This design comes from an exercise in tuning for small area on the open sky130 flow, not from production work. Function was checked by simulation only, so behaviour that the tests miss may differ from the original. In run 3 the design's own scripts or RTL, not TritonCTS, make the clock network. The flow treats the clock pin as an ideal source. Dropping or thinning the clock tree relies on that and would not hold on a real chip. No activity file was given, so power comes from the tool's default toggle rates.

## design/flow/config.mk

```make
export PLATFORM = sky130hd
export DESIGN_NAME = uart_dbg_top
export DESIGN_NICKNAME = uart_dbg_top
export VERILOG_FILES = /design/flow/design.v
export SDC_FILE = /design/flow/constraint.sdc
export NUM_CORES = 4
export LEC_CHECK = 0
export CAP_MARGIN = 20
export CORE_MARGIN = 2
export CORE_UTILIZATION = 70
export PLACE_DENSITY = 0.8
export SLEW_MARGIN = 20
```

## design/flow/constraint.sdc

```tcl
create_clock -name core_clock -period 8.0 [get_ports {clk}]
set_input_delay 1.6000 -clock core_clock [delete_from_list [all_inputs] [get_ports {clk}]]
set_output_delay 1.6000 -clock core_clock [all_outputs]
set_load 0.01 [all_outputs]
```

## design/flow/design.v

```verilog
`default_nettype none
module uart_dbg_top (
  input  logic        clk,
  input  logic        rst_n_i,
  input  logic        uart_rx_i,
  output logic        uart_tx_o,
  output logic        exec_valid_o,
  output logic [63:0] exec_entry_o,
  input  logic        eoc_valid_i,
  input  logic [31:0] eoc_code_i,
  output logic        parity_err_o
);
  localparam logic [3:0] ST_IDLE = 4'd0;
  localparam logic [3:0] ST_FRD  = 4'd1;
  localparam logic [3:0] ST_FWR  = 4'd2;
  localparam logic [3:0] ST_FEX  = 4'd3;
  localparam logic [3:0] ST_ACKR = 4'd4;
  localparam logic [3:0] ST_ACKW = 4'd5;
  localparam logic [3:0] ST_ACK  = 4'd6;
  localparam logic [3:0] ST_RD   = 4'd7;
  localparam logic [3:0] ST_WR   = 4'd8;
  localparam logic [3:0] ST_EOT  = 4'd9;
  localparam logic [3:0] ST_EOC  = 4'd10;
  localparam logic [3:0] ST_CODE = 4'd11;
  localparam logic [1:0] K_DATA = 2'd0;
  localparam logic [1:0] K_ACK  = 2'd1;
  localparam logic [1:0] K_EOT  = 2'd2;
  localparam logic [1:0] K_EOC  = 2'd3;
  logic [7:0] ph;
  logic       bnd;
  always_ff @(posedge clk or negedge rst_n_i) begin
    if (!rst_n_i) ph <= '0;
    else          ph <= ph + 1'b1;
  end
  assign bnd = &ph[3:0];
  logic [2047:0] ring;
  logic [7:0]    wbuf;
  logic          we0;
  logic          we1;
  logic [7:0]    head;
  assign head = ring[2047:2040];
  always_ff @(posedge clk) begin
    ring <= {ring[2039:1024], we1 ? wbuf : ring[1023:1016],
             ring[1015:0],    we0 ? wbuf : head};
  end
  logic       rx_s;
  logic [3:0] rb;       
  logic       r_start;
  logic       r_shift;
  logic       r_ev;
  logic       good;
  logic       par_q;    
  logic [7:0] sh;       
  always_ff @(posedge clk) rx_s <= uart_rx_i;
  assign r_start = (rb == 4'd0) & ~rx_s;
  assign r_shift = bnd & (rb >= 4'd2) & (rb <= 4'd9);    
  assign r_ev    = bnd & (rb == 4'd10);                   
  always_ff @(posedge clk or negedge rst_n_i) begin
    if (!rst_n_i)                  rb <= '0;
    else if (r_start)              rb <= bnd ? 4'd2 : 4'd1;
    else if (bnd && rb == 4'd11)   rb <= '0;
    else if (bnd && rb != 4'd0)    rb <= rb + 1'b1;
  end
  assign good         = r_ev & ~(par_q ^ rx_s);
  assign parity_err_o = r_ev &  (par_q ^ rx_s);
  logic [1:0] ts;       
  logic [1:0] tk;
  logic [3:0] tbit;
  logic       t_idle;
  logic       t_send;
  logic       t_acc;
  logic [1:0] t_kind;
  logic       t_data;
  logic       t_shift;
  logic       cbit;
  assign tbit    = ph[7:4];
  assign t_idle  = (ts == 2'd0);
  assign t_send  = ts[1];
  assign t_data  = t_send && (tbit >= 4'd1) && (tbit <= 4'd8);
  assign t_shift = bnd & t_data & (tk == K_DATA);
  always_ff @(posedge clk or negedge rst_n_i) begin
    if (!rst_n_i)                            ts <= 2'd0;
    else if (t_acc)                          ts <= 2'd1;
    else if (ts == 2'd1 && ph == 8'hff)      ts <= 2'd2;
    else if (t_send && bnd && tbit == 4'd10) ts <= 2'd0;
  end
  always_ff @(posedge clk) begin
    if (t_acc) tk <= t_kind;
  end
  assign cbit = (tbit == 4'd3) | ((tk == K_ACK) & (tbit == 4'd2)) | ((tk == K_EOC) & (tbit == 4'd5));
  always_comb begin
    if (!t_send)          uart_tx_o = 1'b1;
    else if (tbit == 4'd0) uart_tx_o = 1'b0;
    else if (t_data)      uart_tx_o = (tk == K_DATA) ? sh[0] : cbit;
    else if (tbit == 4'd9) uart_tx_o = (tk == K_DATA) ? par_q : (tk == K_EOT);
    else                  uart_tx_o = 1'b1;
  end
  logic [3:0]  st;
  logic [3:0]  bc;
  logic [55:0] fld;      
  logic        ep;       
  logic        wp;       
  logic        in_fld;
  logic        len_z;
  logic        m_lo;
  logic        m0;
  logic        m1;
  logic        s_head;
  logic        s_code;
  logic        step;
  assign in_fld = (st == ST_FRD) || (st == ST_FWR) || (st == ST_FEX);
  assign len_z  = (fld[55:40] == 16'd0);
  assign m_lo   = (fld[6:0] == ph[6:0]);
  assign m0     = m_lo & (fld[7] == ph[7]);
  assign m1     = m_lo & (fld[7] != ph[7]);
  assign s_head = (st == ST_RD) && !len_z && t_idle && m0;
  assign s_code = (st == ST_CODE) && t_idle;
  assign we0    = (st == ST_WR) && !len_z && wp && m0;
  assign we1    = (st == ST_WR) && !len_z && wp && m1;
  assign step   = s_head | we0 | we1;
  always_comb begin
    t_acc  = 1'b0;
    t_kind = K_DATA;
    case (st)
      ST_ACKR, ST_ACKW, ST_ACK: begin t_acc = t_idle; t_kind = K_ACK; end
      ST_RD:   t_acc = s_head;
      ST_EOT:  begin t_acc = t_idle; t_kind = K_EOT; end
      ST_EOC:  begin t_acc = t_idle; t_kind = K_EOC; end
      ST_CODE: t_acc = s_code;
      default: ;
    endcase
  end
  assign exec_valid_o = (st == ST_FEX) && good && (bc == 4'd7);
  assign exec_entry_o = {sh, fld};
  always_ff @(posedge clk or negedge rst_n_i) begin
    if (!rst_n_i) begin
      st <= ST_IDLE;
      ep <= 1'b0;
      wp <= 1'b0;
    end else begin
      if (eoc_valid_i)                  ep <= 1'b1;
      else if (st == ST_EOC && t_idle)  ep <= 1'b0;
      if (st == ST_WR && good)          wp <= 1'b1;
      else if (we0 | we1)               wp <= 1'b0;
      case (st)
        ST_IDLE: begin
          if (good) begin
            case (sh)
              8'h06: st <= ST_ACK;
              8'h11: st <= ST_FRD;
              8'h12: st <= ST_FWR;
              8'h13: st <= ST_FEX;
              default: ;
            endcase
          end else if (ep) begin
            st <= ST_EOC;
          end
        end
        ST_FRD:  if (good && bc == 4'd15) st <= ST_ACKR;
        ST_FWR:  if (good && bc == 4'd15) st <= ST_ACKW;
        ST_FEX:  if (good && bc == 4'd7)  st <= ST_ACK;
        ST_ACKR: if (t_idle) st <= ST_RD;
        ST_ACKW: if (t_idle) st <= ST_WR;
        ST_ACK:  if (t_idle) st <= ST_IDLE;
        ST_RD, ST_WR: if (len_z) st <= ST_EOT;
        ST_EOT:  if (t_idle) st <= ST_IDLE;
        ST_EOC:  if (t_idle) st <= ST_CODE;
        ST_CODE: if (t_idle && bc == 4'd3) st <= ST_IDLE;
        default: st <= ST_IDLE;
      endcase
    end
  end
  always_ff @(posedge clk) begin
    if (st == ST_IDLE || st == ST_EOC) bc <= '0;
    else if ((in_fld && good) || s_code) bc <= bc + 1'b1;
  end
  logic [15:0] f_len;
  logic [31:0] f_mid;
  logic [7:0]  f_adr;
  logic        f_shift;
  assign fld     = {f_len, f_mid, f_adr};
  assign f_shift = (in_fld && good && bc <= 4'd9) || s_code;
  always_ff @(posedge clk) begin
    if (eoc_valid_i)  f_mid <= eoc_code_i;
    else if (f_shift) f_mid <= {f_len[7:0], f_mid[31:8]};
  end
  always_ff @(posedge clk) begin
    if (f_shift) f_len <= {sh, f_len[15:8]};
    else         f_len <= f_len - {15'd0, step};
  end
  always_ff @(posedge clk) begin
    if (in_fld && good && bc <= 4'd6) f_adr <= f_mid[7:0];
    else                              f_adr <= f_adr + {7'd0, step};
  end
  always_ff @(posedge clk) begin
    if (st == ST_WR && good) wbuf <= sh;
  end
  always_ff @(posedge clk) begin
    if (s_head)                sh <= head;
    else if (s_code)           sh <= fld[15:8];
    else if (r_shift | t_shift) sh <= {rx_s, sh[7:1]};
  end
  always_ff @(posedge clk) begin
    if (r_start | (t_acc & (t_kind == K_DATA))) par_q <= 1'b0;
    else if (r_shift)                                   par_q <= par_q ^ rx_s;
    else if (t_shift)                                   par_q <= par_q ^ sh[0];
  end
endmodule
`default_nettype wire
```

## design/flow/flow/run.sh

```bash
#!/bin/bash
# The standard layout with these changes:
#  - synthesis maps logic with flow/abc_map.script (area oriented); the
#    flip-flops are mapped as in the standard synthesis
#  - CTS without dummy loads, clkbuf_16 leaves in clusters of up to 28
#  - after CTS, flow/fixclk.tcl splits any clock leaf whose estimated sink
#    slew is over 118 ps
#  - port buffers use the smallest buffer cell
set -euo pipefail
here=$(pwd)
cp standard.sh standard_sh_copy.log
sed "s#SYNTH_SCRIPT=[^ ]*#SYNTH_SCRIPT=$here/flow/synth_area.tcl#" standard.sh > standard_area.sh
export FLOW_ABC_SCRIPT=$here/flow/abc_map.script
export CTS_ARGS="-sink_clustering_enable -repair_clock_nets -dont_use_dummy_load -buf_list sky130_fd_sc_hd__clkbuf_16 -sink_clustering_size 28 -sink_clustering_max_diameter 60"
export BUFFER_PORTS_ARGS="-buffer_cell sky130_fd_sc_hd__buf_1"
bash standard_area.sh cts > standard_flow_cts.log 2>&1
RESULTS=$(ls -d $here/orfs/results/*/uart_dbg_top/base) FIXCLK_DIR=$here/flow \
  FIXCLK_TREE_PS=0 FIXCLK_LEAF_PS=118 FIXCLK_DPL_ARGS="" \
  openroad -no_init -exit $here/flow/fixclk_run.tcl > fixclk.log 2>&1
bash standard_area.sh > standard_flow.log 2>&1
```

## design/flow/flow/abc_map.script

```
strash
&get -n
&fraig -x
&put
scorr
dc2
strash
&get -n
&dch -f
&nf -p -R 1000
&put
```

## design/flow/flow/fixclk.tcl

```tcl
# Clock tree repair after CTS, before global routing. A clock buffer whose
# loads see too high a slew gets a twin clkbuf_16, fed from the same net,
# which takes half of its loads. Buffers that drive other clock buffers are
# repaired first, since their slew reaches every leaf below them.
set block [ord::get_db_block]
set master [[ord::get_db] findMaster sky130_fd_sc_hd__clkbuf_16]
set nsplit 0

proc worst_load_slew {net} {
  set w 0
  foreach l [get_pins -of_objects $net -filter "direction==input"] {
    foreach p {slew_max_rise slew_max_fall} {
      set s [get_property $l $p]
      if {$s > $w} { set w $s }
    }
  }
  return $w
}

proc split_buf {name} {
  global block master nsplit
  set bi [$block findInst $name]
  set in_net [[$bi findITerm A] getNet]
  set out_net [[$bi findITerm X] getNet]
  set sinks {}
  set xs {}
  set ys {}
  foreach it [$out_net getITerms] {
    if {[$it isOutputSignal]} continue
    set b [[$it getInst] getBBox]
    set cx [expr {([$b xMin] + [$b xMax]) / 2}]
    set cy [expr {([$b yMin] + [$b yMax]) / 2}]
    lappend sinks [list $cx $cy $it]
    lappend xs $cx
    lappend ys $cy
  }
  set xs [lsort -integer $xs]
  set ys [lsort -integer $ys]
  # split along the longer side of the loads' bounding box
  if {[lindex $xs end] - [lindex $xs 0] >= [lindex $ys end] - [lindex $ys 0]} { set k 0 } else { set k 1 }
  set sinks [lsort -integer -index $k $sinks]
  set half [expr {[llength $sinks] / 2}]
  set moved [lrange $sinks $half end]
  set kept [lrange $sinks 0 [expr {$half - 1}]]
  incr nsplit
  set nn [odb::dbNet_create $block "clkfix_net_$nsplit"]
  $nn setSigType CLOCK
  set ni [odb::dbInst_create $block $master "clkfix_buf_$nsplit"]
  [$ni findITerm A] connect $in_net
  [$ni findITerm X] connect $nn
  foreach s $moved {
    set it [lindex $s 2]
    $it disconnect
    $it connect $nn
  }
  # each buffer goes to the middle of its loads
  foreach {inst part} [list $ni $moved $bi $kept] {
    set sx 0
    set sy 0
    foreach s $part {
      set sx [expr {$sx + [lindex $s 0]}]
      set sy [expr {$sy + [lindex $s 1]}]
    }
    set n [llength $part]
    $inst setLocation [expr {$sx / $n - 1380}] [expr {$sy / $n - 1360}]
    $inst setPlacementStatus PLACED
  }
}

proc clock_bufs {leaf} {
  set r {}
  foreach inst [get_cells -filter "ref_name==sky130_fd_sc_hd__clkbuf_16"] {
    set net [get_nets -of_objects [get_pins -of_objects $inst -filter "direction==output"]]
    if {$net eq ""} continue
    set flops 0
    foreach l [get_pins -of_objects $net -filter "direction==input"] {
      if {[get_property $l is_register_clock]} { incr flops }
    }
    if {($flops > 0) == $leaf} { lappend r [list [get_full_name $inst] $net] }
  }
  return $r
}

proc repair {leaf limit_ps rounds} {
  for {set i 0} {$i < $rounds} {incr i} {
    estimate_parasitics -placement
    set todo {}
    foreach b [clock_bufs $leaf] {
      set w [worst_load_slew [lindex $b 1]]
      if {$w > $limit_ps * 1e-3} {
        puts "FIXCLK leaf=$leaf [lindex $b 0] slew [format %.1f [expr {$w * 1e3}]] ps"
        lappend todo [lindex $b 0]
      }
    }
    if {[llength $todo] == 0} return
    foreach name $todo { split_buf $name }
    global_connect
    detailed_placement {*}$::env(FIXCLK_DPL_ARGS)
  }
}

if {$::env(FIXCLK_TREE_PS) > 0} { repair 0 $::env(FIXCLK_TREE_PS) 2 }
repair 1 $::env(FIXCLK_LEAF_PS) 3
puts "FIXCLK split $nsplit clock nets"
estimate_parasitics -placement
set w 0
foreach pin [get_pins -hierarchical */CLK] {
  foreach p {slew_max_rise slew_max_fall} { set s [get_property $pin $p]; if {$s > $w} { set w $s } }
}
puts "FIXCLK worst flop clock slew [format %.1f [expr {$w * 1e3}]] ps"
```

## design/flow/flow/fixclk_run.tcl

```tcl
# Loads the CTS result, repairs clock leaf slews (fixclk.tcl) and writes it back
set P $::env(FLOW_HOME)/platforms/sky130hd
set R $::env(RESULTS)
read_lef $P/lef/sky130_fd_sc_hd.tlef
read_lef $P/lef/sky130_fd_sc_hd_merged.lef
read_liberty $P/lib/sky130_fd_sc_hd__tt_025C_1v80.lib
read_db $R/4_cts.odb
read_sdc $R/4_cts.sdc
source $P/setRC.tcl
source $::env(FIXCLK_DIR)/fixclk.tcl
check_placement
write_db $R/4_cts.odb
```

## design/flow/flow/synth_area.tcl

```tcl
proc synth {args} { yosys synth -nofsm -noshare {*}$args }
# Same as the standard flow's synthesis script, except that ABC maps the combinational
# logic with an area-oriented script; flip-flops are mapped before ABC runs
# and keep their cells and names.
proc abc {args} {
  set i [lsearch -exact $args -script]
  if {$i >= 0} { set args [lreplace $args $i [expr {$i + 1}]] }
  yosys abc -script $::env(FLOW_ABC_SCRIPT) {*}$args
}
source $::env(SCRIPTS_DIR)/synth.tcl
# left out here: clear keep_hierarchy, flatten, clean up, hide names made inside functions, write 1_2_yosys.v
```

## design/flow/standard.sh

```bash
#!/bin/bash
# synth_recipe.tcl (not shown) runs the flow's synth.tcl, then flattens the netlist and writes it again
# the make line also repeats each setting of config.mk as NAME=value (left out here)
make -C /OpenROAD-flow-scripts/flow DESIGN_CONFIG=/design/flow/config.mk WORK_HOME=/design/flow/orfs CLKGATE_MAP_FILE= SYNTH_SCRIPT=/design/flow/synth_recipe.tcl "${@:-finish}"
```

==> out/results.tsv, run 1 <==
metric	value	unit
Sink Count	2148	
DRC viols	0	
first-pass GRT wire length	137000	microns
EDFF count, synth	50	
drt via density	5.05	
total power	16.8	mW
worst-path cell chain	ha_1, and3_1, nand3_1, nor2_1, and4b_1, nor2b_1, buf_1	
worst hold path class	reg -> reg	
effective utilization at floorplan	70.4	%
Distinct cells, synth	45	
diodes inserted	0	
Final WS setup	3.27	ns
CTS-repair resized insts	0	
DP HPWL	43900	microns
skew final	0.0828	ns
CTS root buffer	clkbuf_16	
drt initial violations	1418	
fin crit period	4.73	ns
DRT Pass-1 Iters	6	
sequential cell area fraction in the yosys report	94.7	%
Synth area leader	dfxtp_1	
most frequent cells in the layout	dfxtp_1, buf_1, clkbuf_16	
worst-skew pair later-pin latency	0.67	ns
flop and latch count out of synthesis	2148	
CP max stage delay	0.44	ns
leakage power	19.7	nW
TNS Setup	0	ns
die extent in y	261	microns
antenna violations before repair	4	
sw power	3.70	mW
setup violators final	0	
placed insts	3494	
max_cap viols	0	
CP Buf/Inv Count	1	
Final Slew Violations	0	
CP Launch Type	flop	
# Post-CTS Setup Buffers	0	
WS Path Type	reg -> out	
antenna-violating nets left	0	
number of I/O port buffers	102	
WP data arrival	3.13	ns
WL/cell	25.7	microns
top cells by area, synth	dfxtp_1, edfxtp_1, mux2_1	
DP Area	47600	sq um
Routed WL	92200	microns
GRT overflow	0	
Slowest cell on crit path	dfrtp_1	
fin crit share	59.1	%
share of the synthesized area in the top cell type	90.3	%
register share of total power	65.5	%
design area	49900	sq um
RSZ-0062 raised after global routing	no	
Clock Power Share	31.3	%
Final nets	2775	
Die Wd	261	microns
Syn Nets	2573	
largest net degree at the start of global routing	37	
Core ar.	65400	sq um
die footprint	67900	sq um
Hold Violations, Final	0	
Avg Inst Size Synth	18.3	sq um
Comb power frac	3.2	%
maximum vdd ir drop	0.222	mV
synth warn	1	
Async SR Flop Fraction	0.931	%
hold_buf cts	0	
critical path fanouts, max	6	
Internal	13.1	mW
CTS tree	done	
Synth Cell Area	46100	sq um
H-tree depth	3	
hold_ws	0.292	ns
Layout Cells excl Fill	3586	
CTS buffer count	90	
Layout area overhead	8.31	%
most common cell after layout, fill and taps aside	dfxtp_1	
GR Util All Layers	28.0	%
Clock Pin Slew Worst Setup and Hold Paths	0.10	ns
Rel. slew slack	25.3	%
CP endpoint kind	output port	
GP Congestion	0.828	
Placement Setup Slack	3.93	ns
# rows	94	
Max Buffers Root-to-Sink	3	
ys flop type	dfxtp_1	
CP delay by family, top	simple AND/OR/NAND/NOR gates	
P per Cell Area	336	nW/um^2
Worst-Margin Slew	1.11	ns
Sw Share	22.0	%
vias in the first global route	20000	
vias	18100	
CP required	6.40	ns
Synth Instances	2522	
R2R Setup Slk	3.71	ns
outcome	no timing/DRC/antenna violations	
layout cells sized above 1	3.78	%
I/O pin total	103	
Finished Core Util	76.3	%
fmax	212	MHz
==> flip-flops by register name, indices dropped and copies added (netlist names) <==
name / count
bc: 4
ep: 1
f_adr: 8
f_len: 16
f_mid: 32
par_q: 1
ph: 8
rb: 4
ring: 2048
rx_s: 1
sh: 8
st: 4
tk: 2
ts: 2
wbuf: 8
wp: 1
==> worst paths after layout <==
path | startpoint | end | cells after the start
worst max-delay path | ph[0] | exec_valid_o | 7
worst min-delay path | ring[1911] | ring[1919] | 0
worst max register to register | ph[6] | f_len[15] | 18
worst min register to register | ring[1911] | ring[1919] | 0
max in group asynchronous | rst_n_i | ep | 2
min in group asynchronous | rst_n_i | ph[6] | 2
==> layout make-up <==
cell class                 instances  area, sq um
sequential                      2148        43600
fill                            3201        15500
multi-input combinational        361         2430
clock buffer                      90         2250
tap                              864         1080
timing repair buffer             108          429
buffer                             2         50.0
inverter                          13         48.8
==> power groups by stage <==
stage	combinational, mW	sequential (mW)	clock (mW)
floorplan	0.249	11.2	0
global placement	0.444	11.2	0
detailed placement	0.482	11.2	0
CTS	0.535	11.0	5.18
global route	0.574	11.0	5.64
finish	0.545	11.0	5.24
==> kinds of logic after synthesis <==
| kind of cell | count (synthesis) | synth area share (%) |
|---|---|---|
| xor gates and xnor gates | 28 | 0.532 |
| DFF | 2148 | 94.7 |
| buffers and inverters | 13 | 0.106 |
| AOI/OAI and AO/OA | 79 | 1.01 |
| muxes | 59 | 1.42 |
| adders and majority gates | 15 | 0.407 |
| and+or+nand+nor | 180 | 1.87 |
==> routing by layer <==
layer	vias to the layer above	part of all wire, %	GRT usage [%]
li1	8317	-	-
met3	244	4.9	4.97
met1	8943	39	34.5
met2	606	51	49.2
met4	4	4.2	11.3
met5	-	0.028	0
==> synth_stat cells, drive strengths merged, types with 2 or more instances <==
cell       n
and3       2
o22ai      3
nand2b     6
nor3       7
xor2      13
and4b      2
nand3     16
nor4b      2
or3        3
nand4      8
nand2     45
ha        15
nor2      60
o21ai     31
edfxtp    50
clkinv    13
mux2i      9
dfxtp   2078
or2        5
a211oi     2
mux2      50
a21oi     19
nor4       7
xnor2     15
a21o       3
dfrtp     20
o221ai     2
or4        2
a31oi     10
nor2b      9
==> inputs of run 2 (changes only) <==
--- a/design/flow/flow/run.sh
+++ b/design/flow/flow/run.sh
@@ -6,3 +6,3 @@
 #  - after CTS, flow/fixclk.tcl splits any clock leaf whose estimated sink
-#    slew is over 118 ps
+#    slew is over 118 ps, and sets the buffers above the leaves to clkbuf_8
 #  - port buffers use the smallest buffer cell
@@ -17,3 +17,3 @@
 RESULTS=$(ls -d $here/orfs/results/*/uart_dbg_top/base) FIXCLK_DIR=$here/flow \
-  FIXCLK_TREE_PS=0 FIXCLK_LEAF_PS=118 FIXCLK_DPL_ARGS="" \
+  FIXCLK_TREE_PS=0 FIXCLK_LEAF_PS=118 FIXCLK_DPL_ARGS="" FIXCLK_TREE_CELL=sky130_fd_sc_hd__clkbuf_8 \
   openroad -no_init -exit $here/flow/fixclk_run.tcl > fixclk.log 2>&1
--- a/design/flow/flow/fixclk.tcl
+++ b/design/flow/flow/fixclk.tcl
@@ -3,3 +3,5 @@
 # which takes half of its loads. Buffers that drive other clock buffers are
-# repaired first, since their slew reaches every leaf below them.
+# repaired first, since their slew reaches every leaf below them; they can
+# then be given a smaller cell (FIXCLK_TREE_CELL), as they drive only a few
+# buffer inputs and a leaf's output slew depends little on its input slew.
 set block [ord::get_db_block]
@@ -102,2 +104,12 @@
 if {$::env(FIXCLK_TREE_PS) > 0} { repair 0 $::env(FIXCLK_TREE_PS) 2 }
+# Buffers above the leaves drive only a few buffer inputs: a smaller cell does
+if {[info exists ::env(FIXCLK_TREE_CELL)] && $::env(FIXCLK_TREE_CELL) ne ""} {
+  set tm [[ord::get_db] findMaster $::env(FIXCLK_TREE_CELL)]
+  foreach b [clock_bufs 0] {
+    set bi [$block findInst [lindex $b 0]]
+    $bi swapMaster $tm
+    puts "FIXCLK tree buffer [lindex $b 0] -> $::env(FIXCLK_TREE_CELL)"
+  }
+  detailed_placement {*}$::env(FIXCLK_DPL_ARGS)
+}
 repair 1 $::env(FIXCLK_LEAF_PS) 3
==> run 2 against run 1 <==
  * Final area shrank 0.19%
  * Fmax decreased by 3.7%
  * Sequential share of layout area increased by 0.17 points
  * Final cell count about the same
  * Setup slack lost 0.18 ns
  * Hold slack got worse by 0.019 ns
  * Core utilization is 0.15 points lower
  * Critical path type unchanged
==> out/results.tsv, run 2 <==
metric	value	unit
Final Slew Violations	0	
H-tree depth	3	
CP required	6.40	ns
skew final	0.0906	ns
top cells by area, synth	dfxtp_1, edfxtp_1, mux2_1	
hold_buf cts	0	
Async SR Flop Fraction	0.931	%
reg2reg start	ph[6]	
die extent in y	261	microns
# Post-CTS Setup Buffers	0	
CTS-repair resized insts	0	
DP HPWL	43900	microns
Distinct cells, synth	45	
fin crit share	61.4	%
synth warn	1	
Routed WL	91000	microns
maximum vdd ir drop	0.203	mV
WS Path Type	reg -> out	
design area	49800	sq um
fin crit period	4.91	ns
worst-skew pair later-pin latency	0.78	ns
drt initial violations	1326	
worst r2r path cells	18	
EDFF count, synth	50	
most frequent cells in the layout	dfxtp_1, buf_1, clkbuf_16	
Layout area overhead	8.11	%
Max Buffers Root-to-Sink	3	
Setup crit start	ph[0]	
Worst-Margin Slew	1.19	ns
DRC viols	0	
CP Launch Type	flop	
WL/cell	25.4	microns
register share of total power	66.1	%
effective utilization at floorplan	70.4	%
setup violators final	0	
outcome	no timing/DRC/antenna violations	
CTS root buffer	clkbuf_16	
worst-path cell chain	ha_1, and3_1, nand3_1, nor2_1, and4b_1, nor2b_1, buf_1	
Comb power frac	3.3	%
antenna-violating nets left	0	
# rows	94	
flop and latch count out of synthesis	2148	
count leader, synth	dfxtp_1	
sw power	3.68	mW
Layout Cells excl Fill	3588	
Finished Core Util	76.1	%
Synth Instances	2522	
P per Cell Area	334	nW/um^2
largest registers	ring (2048), f_mid (32), f_len (16)	
vias in the first global route	20000	
worst flop-to-flop path endpoint	f_len[15]	
Sink Count	2148	
GP Congestion	0.828	
Synth area leader	dfxtp_1	
Rel. slew slack	20.4	%
CP endpoint kind	output port	
share of the synthesized area in the top cell type	90.3	%
DP Area	47600	sq um
TNS Setup	0	ns
Largest Register	ring	
leakage power	19.6	nW
critical path fanouts, max	6	
sequential cell area fraction in the yosys report	94.7	%
R2R Setup Slk	3.71	ns
Syn Nets	2573	
Slowest cell on crit path	dfrtp_1	
drt via density	5.02	
Internal	12.9	mW
worst hold path class	reg -> reg	
I/O pin total	103	
largest net degree at the start of global routing	37	
max_cap viols	0	
number of I/O port buffers	102	
ys flop type	dfxtp_1	
most common cell after layout, fill and taps aside	dfxtp_1	
fmax	204	MHz
layout cells sized above 1	3.78	%
Clock Power Share	30.6	%
WP data arrival	3.31	ns
Hold Violations, Final	0	
CP Capture Point	exec_valid_o	
Clock Pin Slew Worst Setup and Hold Paths	0.10	ns
Core ar.	65400	sq um
Die Wd	261	microns
Sw Share	22.1	%
die footprint	67900	sq um
antenna violations before repair	4	
commonest cells in the netlist	dfxtp_1, nor2_1, edfxtp_1, mux2_1, nand2_1	
CP max stage delay	0.44	ns
RSZ-0062 raised after global routing	no	
first-pass GRT wire length	135000	microns
CTS buffer count	90	
vias	18000	
placed insts	3494	
Final nets	2775	
Synth Cell Area	46100	sq um
GR Util All Layers	27.6	%
DRT Pass-1 Iters	5	
max FFs per register	2048	
GRT overflow	0	
CTS tree	done	
Avg Inst Size Synth	18.3	sq um
run 2: changes by cell type in the layout (fill, tap and decap cells not counted):
cell	change
clkbuf_16	-9
diode_2	+2
clkbuf_8	+9
run 2: area by class of cell:
| type | instances | area, sq um |
|---|---|---|
| plain buffers | 2 | 50.0 |
| multi-input cells | 361 | 2430 |
| fillers | 3220 | 15600 |
| inverters | 13 | 48.8 |
| well taps | 864 | 1080 |
| repair buffers | 108 | 429 |
| clock buffers | 90 | 2150 |
| diodes | 2 | 5.00 |
| flip-flops and latches | 2148 | 43600 |
run 2: stage by stage:
step	hold slack (ns)	power [mW]	setup WS [ns]
floorplan	0.310	11.4	3.67
global placement	0.310	11.6	3.91
detailed placement	0.312	11.7	3.93
CTS	0.296	16.7	3.29
global route	0.257	17.0	2.99
finish	0.273	16.6	3.09
run 2: worst max-delay path, delay by kind of cell, from the launching register on:
| kind | cells | cell delay, ns |
|---|---|---|
| flops | 1 | 0.44 |
| buf+inv | 1 | 0.18 |
| simple gates | 5 | 1.68 |
| fa+ha+maj | 1 | 0.24 |
run 2: metal layers:
metal / part of all wire (%) / vias up / global-route usage (%) / wire, microns
met5: 0.014 / - / 0 / 13
met4: 4.2 / 2 / 10.8 / 3780
met3: 5.5 / 219 / 5.44 / 4980
met2: 51 / 681 / 48.1 / 46300
met1: 40 / 8802 / 34.2 / 35900
li1: - / 8304 / - / -
run 2: worst min-delay path by stage:
stage                    start  cells past startpoint          to  slack [ns]
floorplan            ring[992]                      0  ring[1000]        0.31
finish               ring[849]                      0   ring[857]        0.27
detailed placement  ring[1486]                      0  ring[1494]        0.31
global placement       ring[1]                      0     ring[9]        0.31
CTS                   ring[77]                      0    ring[85]        0.30
global route         ring[849]                      0   ring[857]        0.26
run 2: kinds of logic (layout without fill, tap and decap cells):
group	after synthesis	in the layout	share of synthesized area [%]
flip-flops	2148	2148	94.7
adder cells (fa/ha/maj)	15	15	0.407
XOR/XNOR	28	28	0.532
multiplexers	59	59	1.42
AND/OR/NAND/NOR	180	180	1.87
buffers and inverters	13	213	0.106
other	0	2	0
AO/OA/AOI/OAI	79	79	1.01
run 2: power groups by stage:
stage	Clock [mW]	Sequential [mW]	Combinational, mW
final	5.09	11.0	0.547
after global placement	0	11.2	0.444
after CTS	5.18	11.0	0.535
after global routing	5.48	11.0	0.573
after floorplan	0	11.2	0.249
after detailed placement	0	11.2	0.482
==> inputs of run 3 (changes only) <==
--- a/design/flow/flow/run.sh
+++ b/design/flow/flow/run.sh
@@ -6,3 +6,4 @@
 #  - after CTS, flow/fixclk.tcl splits any clock leaf whose estimated sink
-#    slew is over 118 ps, and sets the buffers above the leaves to clkbuf_8
+#    slew is over 118 ps, then builds the tree below the root buffer from
+#    inv_16 inverter pairs (same clock polarity at every register)
 #  - port buffers use the smallest buffer cell
@@ -17,3 +18,3 @@
 RESULTS=$(ls -d $here/orfs/results/*/uart_dbg_top/base) FIXCLK_DIR=$here/flow \
-  FIXCLK_TREE_PS=0 FIXCLK_LEAF_PS=118 FIXCLK_DPL_ARGS="" FIXCLK_TREE_CELL=sky130_fd_sc_hd__clkbuf_8 \
+  FIXCLK_TREE_PS=0 FIXCLK_LEAF_PS=118 FIXCLK_DPL_ARGS="" FIXCLK_TREE_CELL= FIXCLK_INV_CELL=sky130_fd_sc_hd__inv_16 \
   openroad -no_init -exit $here/flow/fixclk_run.tcl > fixclk.log 2>&1
--- a/design/flow/flow/fixclk.tcl
+++ b/design/flow/flow/fixclk.tcl
@@ -3,5 +3,3 @@
 # which takes half of its loads. Buffers that drive other clock buffers are
-# repaired first, since their slew reaches every leaf below them; they can
-# then be given a smaller cell (FIXCLK_TREE_CELL), as they drive only a few
-# buffer inputs and a leaf's output slew depends little on its input slew.
+# repaired first, since their slew reaches every leaf below them.
 set block [ord::get_db_block]
@@ -122 +120,66 @@
 puts "FIXCLK worst flop clock slew [format %.1f [expr {$w * 1e3}]] ps"
+
+# Optionally build the tree from inverter pairs: every clock buffer but the
+# one the clock port drives becomes an inverter. This keeps the clock's
+# polarity at every register only if each register's path from the port
+# passes the same even number of these buffers, which is checked first.
+proc replace_by_inv {name m} {
+  global block
+  set bi [$block findInst $name]
+  set in_net [[$bi findITerm A] getNet]
+  set out_net [[$bi findITerm X] getNet]
+  set loc [$bi getLocation]
+  odb::dbInst_destroy $bi
+  set ni [odb::dbInst_create $block $m $name]
+  [$ni findITerm A] connect $in_net
+  [$ni findITerm Y] connect $out_net
+  $ni setLocation [lindex $loc 0] [lindex $loc 1]
+  $ni setPlacementStatus PLACED
+}
+
+proc clock_depth {inst} {
+  # number of clock buffers from the clock port down to inst, inst included
+  set d 1
+  set cur $inst
+  while 1 {
+    set net [get_nets -of_objects [get_pins -of_objects $cur -filter "direction==input"]]
+    set drv [get_pins -of_objects $net -filter "direction==output"]
+    if {[llength $drv] == 0} { return $d }
+    set cur [get_cells -of_objects $drv]
+    incr d
+    if {$d > 20} { return -1 }
+  }
+}
+
+if {[info exists ::env(FIXCLK_INV_CELL)] && $::env(FIXCLK_INV_CELL) ne ""} {
+  set im [[ord::get_db] findMaster $::env(FIXCLK_INV_CELL)]
+  set leaves [clock_bufs 1]
+  set tree [clock_bufs 0]
+  set depths {}
+  foreach b $leaves { lappend depths [clock_depth [get_cells [lindex $b 0]]] }
+  set depths [lsort -unique $depths]
+  # all leaves at the same depth, and that depth less the root is even
+  if {[llength $depths] == 1 && [lindex $depths 0] > 1 && ([lindex $depths 0] - 1) % 2 == 0} {
+    set root {}
+    foreach b $tree {
+      if {[clock_depth [get_cells [lindex $b 0]]] == 1} { lappend root [lindex $b 0] }
+    }
+    set n 0
+    foreach b [concat $leaves $tree] {
+      if {[lsearch -exact $root [lindex $b 0]] >= 0} continue
+      replace_by_inv [lindex $b 0] $im
+      incr n
+    }
+    global_connect
+    detailed_placement {*}$::env(FIXCLK_DPL_ARGS)
+    puts "FIXCLK replaced $n clock buffers by $::env(FIXCLK_INV_CELL); leaf depth $depths, root $root"
+  } else {
+    puts "FIXCLK kept buffers: leaf depths $depths"
+  }
+  estimate_parasitics -placement
+  set w 0
+  foreach pin [get_pins -hierarchical */CLK] {
+    foreach p {slew_max_rise slew_max_fall} { set s [get_property $pin $p]; if {$s > $w} { set w $s } }
+  }
+  puts "FIXCLK worst flop clock slew [format %.1f [expr {$w * 1e3}]] ps"
+}
==> run 3 against run 2 <==
  * Largest cell class unchanged
  * Count of clock-buffer cells in the layout decreased by 89
  * Final cell count about the same
  * Critical endpoint unchanged
  * Setup slack better by 0.086 ns
  * Fmax rose by 1.8%
  * Critical path depth stayed put
  * Die area unchanged
==> out/results.tsv, run 3 <==
metric	value	unit
P per Cell Area	333	nW/um^2
antenna-violating nets left	0	
fin crit share	60.3	%
Multi-input gate area	2430	sq um
critical path fanouts, max	6	
Reg area	43600	sq um
most common cell after layout, fill and taps aside	dfxtp_1	
die footprint	67900	sq um
worst-skew pair later-pin latency	0.74	ns
drt initial violations	1415	
Distinct cells, synth	45	
Synth Instances	2522	
CP required	6.40	ns
hold_ws	0.259	ns
DRC viols	0	
hold_sp	ring[77]	
diodes inserted	0	
sequential cell area fraction in the yosys report	94.7	%
placed insts	3494	
Synth area leader	dfxtp_1	
Die Wd	261	microns
CTS-repair resized insts	0	
Core ar.	65400	sq um
# Post-CTS Setup Buffers	0	
CP Launch Type	flop	
hold_buf cts	0	
Layout Cells excl Fill	3586	
# fillers	3274	
RSZ-0062 raised after global routing	no	
Layout area overhead	7.33	%
Avg Inst Size Synth	18.3	sq um
setup violators final	0	
Final WS setup	3.18	ns
Rel. slew slack	27.4	%
outcome	no timing/DRC/antenna violations	
worst hold path class	reg -> reg	
die extent in y	261	microns
GR Util All Layers	28.0	%
I/O pin total	103	
CP endpoint kind	output port	
EDFF count, synth	50	
first-pass GRT wire length	136000	microns
# rows	94	
flop and latch count out of synthesis	2148	
largest registers	ring (2048), f_mid (32), f_len (16)	
WS Path Type	reg -> out	
synth warn	1	
GP Congestion	0.828	
Placement Setup Slack	3.93	ns
Setup crit start	ph[0]	
Worst-Margin Slew	1.08	ns
maximum vdd ir drop	0.367	mV
GRT overflow	0	
Synth Cell Area	46100	sq um
Syn Nets	2573	
Clock Pin Slew Worst Setup and Hold Paths	0.11	ns
share of the synthesized area in the top cell type	90.3	%
Sink Count	2148	
Hold Violations, Final	0	
vias	18100	
most frequent cells in the layout	dfxtp_1, buf_1, inv_16	
effective utilization at floorplan	70.4	%
skew final	0.100	ns
reg2reg start	ph[6]	
Largest Register	ring	
drt via density	5.06	
WL/cell	25.6	microns
Final nets	2775	
top cells by area, synth	dfxtp_1, edfxtp_1, mux2_1	
leakage power	19.4	nW
max_cap viols	0	
fin crit period	4.82	ns
largest net degree at the start of global routing	37	
Async SR Flop Fraction	0.931	%
DP HPWL	43900	microns
vias in the first global route	20000	
layout cells sized above 1	3.78	%
ys flop type	dfxtp_1	
Routed WL	92000	microns
max FFs per register	2048	
DRT Pass-1 Iters	5	
Final Slew Violations	0	
antenna violations before repair	4	
WP data arrival	3.22	ns
commonest cells in the netlist	dfxtp_1, nor2_1, edfxtp_1, mux2_1, nand2_1	
number of I/O port buffers	102	
total power	16.4	mW
TNS Setup	0	ns
count leader, synth	dfxtp_1	
fmax	207	MHz
[run 3: changes by cell type in the layout (fill, tap and decap cells not counted)]
cell	before	now
clkbuf_8	9	0
clkbuf_16	83	1
diode_2	2	0
inv_16	0	91
[run 3: stage by stage]
step | utilization, % | area [sq um]
CTS | 76.2 | 49800
global route | 75.6 | 49400
detailed placement | 72.8 | 47600
finish | 75.6 | 49400
global placement | 72.8 | 47600
floorplan | - | 46100
[run 3: per-layer routing]
metal  wire length (microns)  track usage (%)
met1                   36400             34.6
met3                    4320             4.75
met5                      23                0
met4                    3940             11.5
met2                   47300             49.0
[run 3: critical path, stage by stage, from the launching register on]
cell and delay [ns]:
dfrtp_1 0.45, ha_1 0.24, and3_1 0.38, nand3_1 0.25
nor2_1 0.44, and4b_1 0.29, nor2b_1 0.26, buf_1 0.18
[run 3: final timing paths]
| path | slack (ns) | end | cells after the start |
|---|---|---|---|
| setup / recovery | 3.18 | exec_valid_o | 7 |
| hold / removal | 0.26 | ring[85] | 0 |
| setup reg to reg | 3.75 | f_len[15] | 18 |
| hold reg to reg | 0.26 | ring[85] | 0 |
| max in group asynchronous | 6.84 | ph[5] | 2 |
| min in group asynchronous | 0.83 | ph[6] | 2 |
[run 3: area by class of cell]
| class | instances | share of cell area, % |
|---|---|---|
| clock buffers | 1 | 0.0506 |
| inverters | 104 | 3.78 |
| multi-input cells | 361 | 4.91 |
| flip-flops and latches | 2148 | 88.2 |
| well taps | 864 | 2.19 |
| repair buffers | 108 | 0.868 |
[run 3: power by group]
part           internal (mW)  switching [mW]
Clock                  0.758            4.16
Combinational          0.166           0.379
Sequential              10.8           0.151
[run 3: kinds of logic (layout without fill, tap and decap cells)]
logic type | Yosys count | count (layout) | synth area share (%)
buf+inv | 13 | 213 | 0.106
fa+ha+maj | 15 | 15 | 0.407
xor+xnor | 28 | 28 | 0.532
mux | 59 | 59 | 1.42
flops | 2148 | 2148 | 94.7
simple gates | 180 | 180 | 1.87
compound gates | 79 | 79 | 1.01

[afterwards: timing with drivers on the ports]
Ports are ideal in the flow. The routed layouts listed here were re-timed in OpenROAD.
Step 1 assumes that a clkbuf_16 drives the clock port and a buf_2 every other input.
Step 2, shift: input delay + t, output delay - t, t = (earliest + latest rising clock arrival at the registers) / 2. This alone moves slack from input paths to output paths.
a / b / c = ideal / step 1 / step 2; a / b = the first two.
run	t (ns)	slack for setup (ns)	hold slack, ns	worst register clock-pin slew, ns	worst data-port slew with drivers (ns)
run 1	0.703	3.275 / 3.206 / 3.712	0.292 / 0.292 / 0.292	0.11 / 0.11	0.04
run 2	0.805	3.092 / 3.036 / 3.712	0.273 / 0.273 / 0.273	0.11 / 0.11	0.04
run 3	0.776	3.177 / 3.110 / 3.751	0.259 / 0.259 / 0.259	0.12 / 0.12	0.04
After both steps every run listed still meets setup and hold.
